Background: an optimization exercise with open tools, aiming at small area, a short achievable clock period and few clock cycles. Do not read the settings as production practice. In this exercise RTL edits were held to simulation tests only and were not proved equivalent to the original. Power figures rest on the tool's default switching activity, not on a simulated workload.

Design multichannel_period_tachometer, start of the top module:
module multichannel_period_tachometer #(
    parameter int NUM_CHANNELS = 4
) (
    input  wire                                i_clk,
    input  wire                                i_rst_n,
    input  wire                                i_in_valid,
    output logic                               o_in_stall,
    input  wire  [mpt_pkg::OP_W-1:0]           i_op,
    input  wire  [mpt_pkg::CHAN_W-1:0]         i_channel,
    input  wire  [mpt_pkg::CAPTURE_W-1:0]      i_capture_value,
    input  wire  [mpt_pkg::NOW_W-1:0]          i_now_ms,
    output logic                               o_out_valid,
    input  wire                                i_out_stall,
    output logic [mpt_pkg::CHAN_W-1:0]         o_out_channel,
    output logic [mpt_pkg::FREQ_W-1:0]         o_frequency_q8,
    output logic                               o_is_stale,
    output logic                               o_last,
    input  wire                                i_cfg_we,
    input  wire  [mpt_pkg::CFG_IDX_W-1:0]      i_cfg_index,
    input  wire  [mpt_pkg::CFG_DAT_W-1:0]      i_cfg_data
);
Settings: LEC_CHECK=0, CAP_MARGIN=20, CORE_MARGIN=2, CORE_UTILIZATION=40, SETUP_SLACK_MARGIN=4.0, SLEW_MARGIN=20; clock period 8.0 ns.
run.sh (not shown) runs the stock make flow with config.mk's settings and CLKGATE_MAP_FILE= SYNTH_SCRIPT=/design/flow/synth_recipe.tcl, a recipe that flattens the netlist after the stock synthesis.
Testbench counts at the start, summed over its fixed seeds: cycles 18,859.
Rerun with:
--- a/flow/design.v
+++ b/flow/design.v
@@ -92,20 +92,21 @@
     logic                          e_v;
     logic                          e_re;            
     logic [1:0]                    e_ch;
     logic [PW-1:0]                 e_pa;            
     logic [PW-1:0]                 e_pb;
     logic                          s_v;
     logic [1:0]                    s_ch;
     logic [XW-1:0]                 s_x;
     logic [4:0]                    s_s;
     logic                          s_z;
+    logic [PW-1:0]                 s_per;           
     logic                          g_act;
     logic [1:0]                    g_ch;
     logic [1:0]                    g_p;             
     logic [NC-1:0]                 g_old;           
     logic [TW-1:0]                 g_now;
     logic                          w_v;             
     logic [TW-1:0]                 w_now;
     logic                          q_v;
     logic [1:0]                    q_ch;
     logic [FW-1:0]                 q_freq;
@@ -231,21 +232,21 @@
             x_s[1] = |y3[3:2];
             y4     = x_s[1] ? y3[3:2] : y3[1:0];
             x_s[0] = y4[1];
         end
     end
     logic [AW-1:0]                 s_a;
     logic [CW-1:0]                 s_n;
     logic [5:0]                    s_sh;
     logic [PW+1:0]                 s_per3;
     always_comb begin
-        s_per3 = (PW+2)'(r_per[s_ch]) + ((PW+2)'(r_per[s_ch]) << 1);
+        s_per3 = (PW+2)'(s_per) + ((PW+2)'(s_per) << 1);
         s_sh = 6'(s_s) + 6'(!s_x[XW-1]) + 6'(!s_x[XW-1] && !s_x[XW-2]);
         s_sh = 6'((int'(s_sh) / K) * K);    
         s_a  = AW'(s_x) << s_sh;
         s_n  = CW'((XW - int'(s_sh)) / K);
         if (s_z) begin
             s_a = '0;
             s_n = '0;
         end
     end
     logic [AW-1:0]                 d_a   [NC];
@@ -379,20 +380,21 @@
             end else if (i_any) begin
                 e_v  <= 1'b1;
                 r_ini[i_sel] <= 1'b0;
             end
             s_v <= x_v;
             if (x_v) begin
                 s_ch <= e_ch;
                 s_x  <= x_x2[XW:1];
                 s_s  <= x_s;
                 s_z  <= ((x_opa | x_opb) == '0);
+            s_per <= x_per;
             end
             if (w_v && g_start) r_pe <= '0;
             if (e_v && e_park) begin
                 r_pe[e_ch]   <= w_v && !g_start;
                 r_pper[e_ch] <= x_per;
                 r_pv[e_ch]   <= 1'b1;
             end else if (e_v && !e_re) begin
                 r_per[e_ch]   <= x_per;
                 r_fresh[e_ch] <= 1'b1;
                 r_ini[e_ch]   <= 1'b0;
After rerunning: Clock-buffer cell count went up by 8; critical path depth goes down by 1; flip-flop and latch count is higher by 21; synthesized area is about the same; power rose by 1.8%; clock power shrinks by about 2%; setup slack gets worse by 0.011 ns; synthesized cell count fell by 0.64%; via count went up by 0.52%; design area hardly moves; routed wire length drops by 2.4%; hold slack is about the same; cell count stays flat.
Testbench counts after the change, summed over its fixed seeds: cycles 18,859.

## what the ideal ports hide
In the flow no input, the clock included, has a driving cell. The finished layouts below were timed again as built, in two steps. Step 1 sets driving cells, clkbuf_16 on the clock port and buf_2 on the other inputs (assumed; they add their load-dependent delay and slew). Step 2 times the ports against the registers' clock, not the clock port: input delays grow and output delays shrink by t, the midpoint of the rising clock arrivals with the driver on. Three values: ideal, step 1, step 2; two values: the first two.
run | t (ns) | slack for setup (ns) | worst setup path after step 2 | latest minus earliest clock arrival (ns) | slew at the worst register clock pin (ns)
the first run | 0.869 | 4.001 / 3.991 / 3.280 | input to register | 0.038 / 0.038 | 0.07 / 0.07
the second run | 0.872 | 3.990 / 3.940 / 3.352 | input to register | 0.062 / 0.062 | 0.07 / 0.07
After both steps setup and hold are still met in every run listed. For the first run, which loses most, drivers alone change the setup slack by -0.010 ns; drivers and shift together by -0.721 ns.
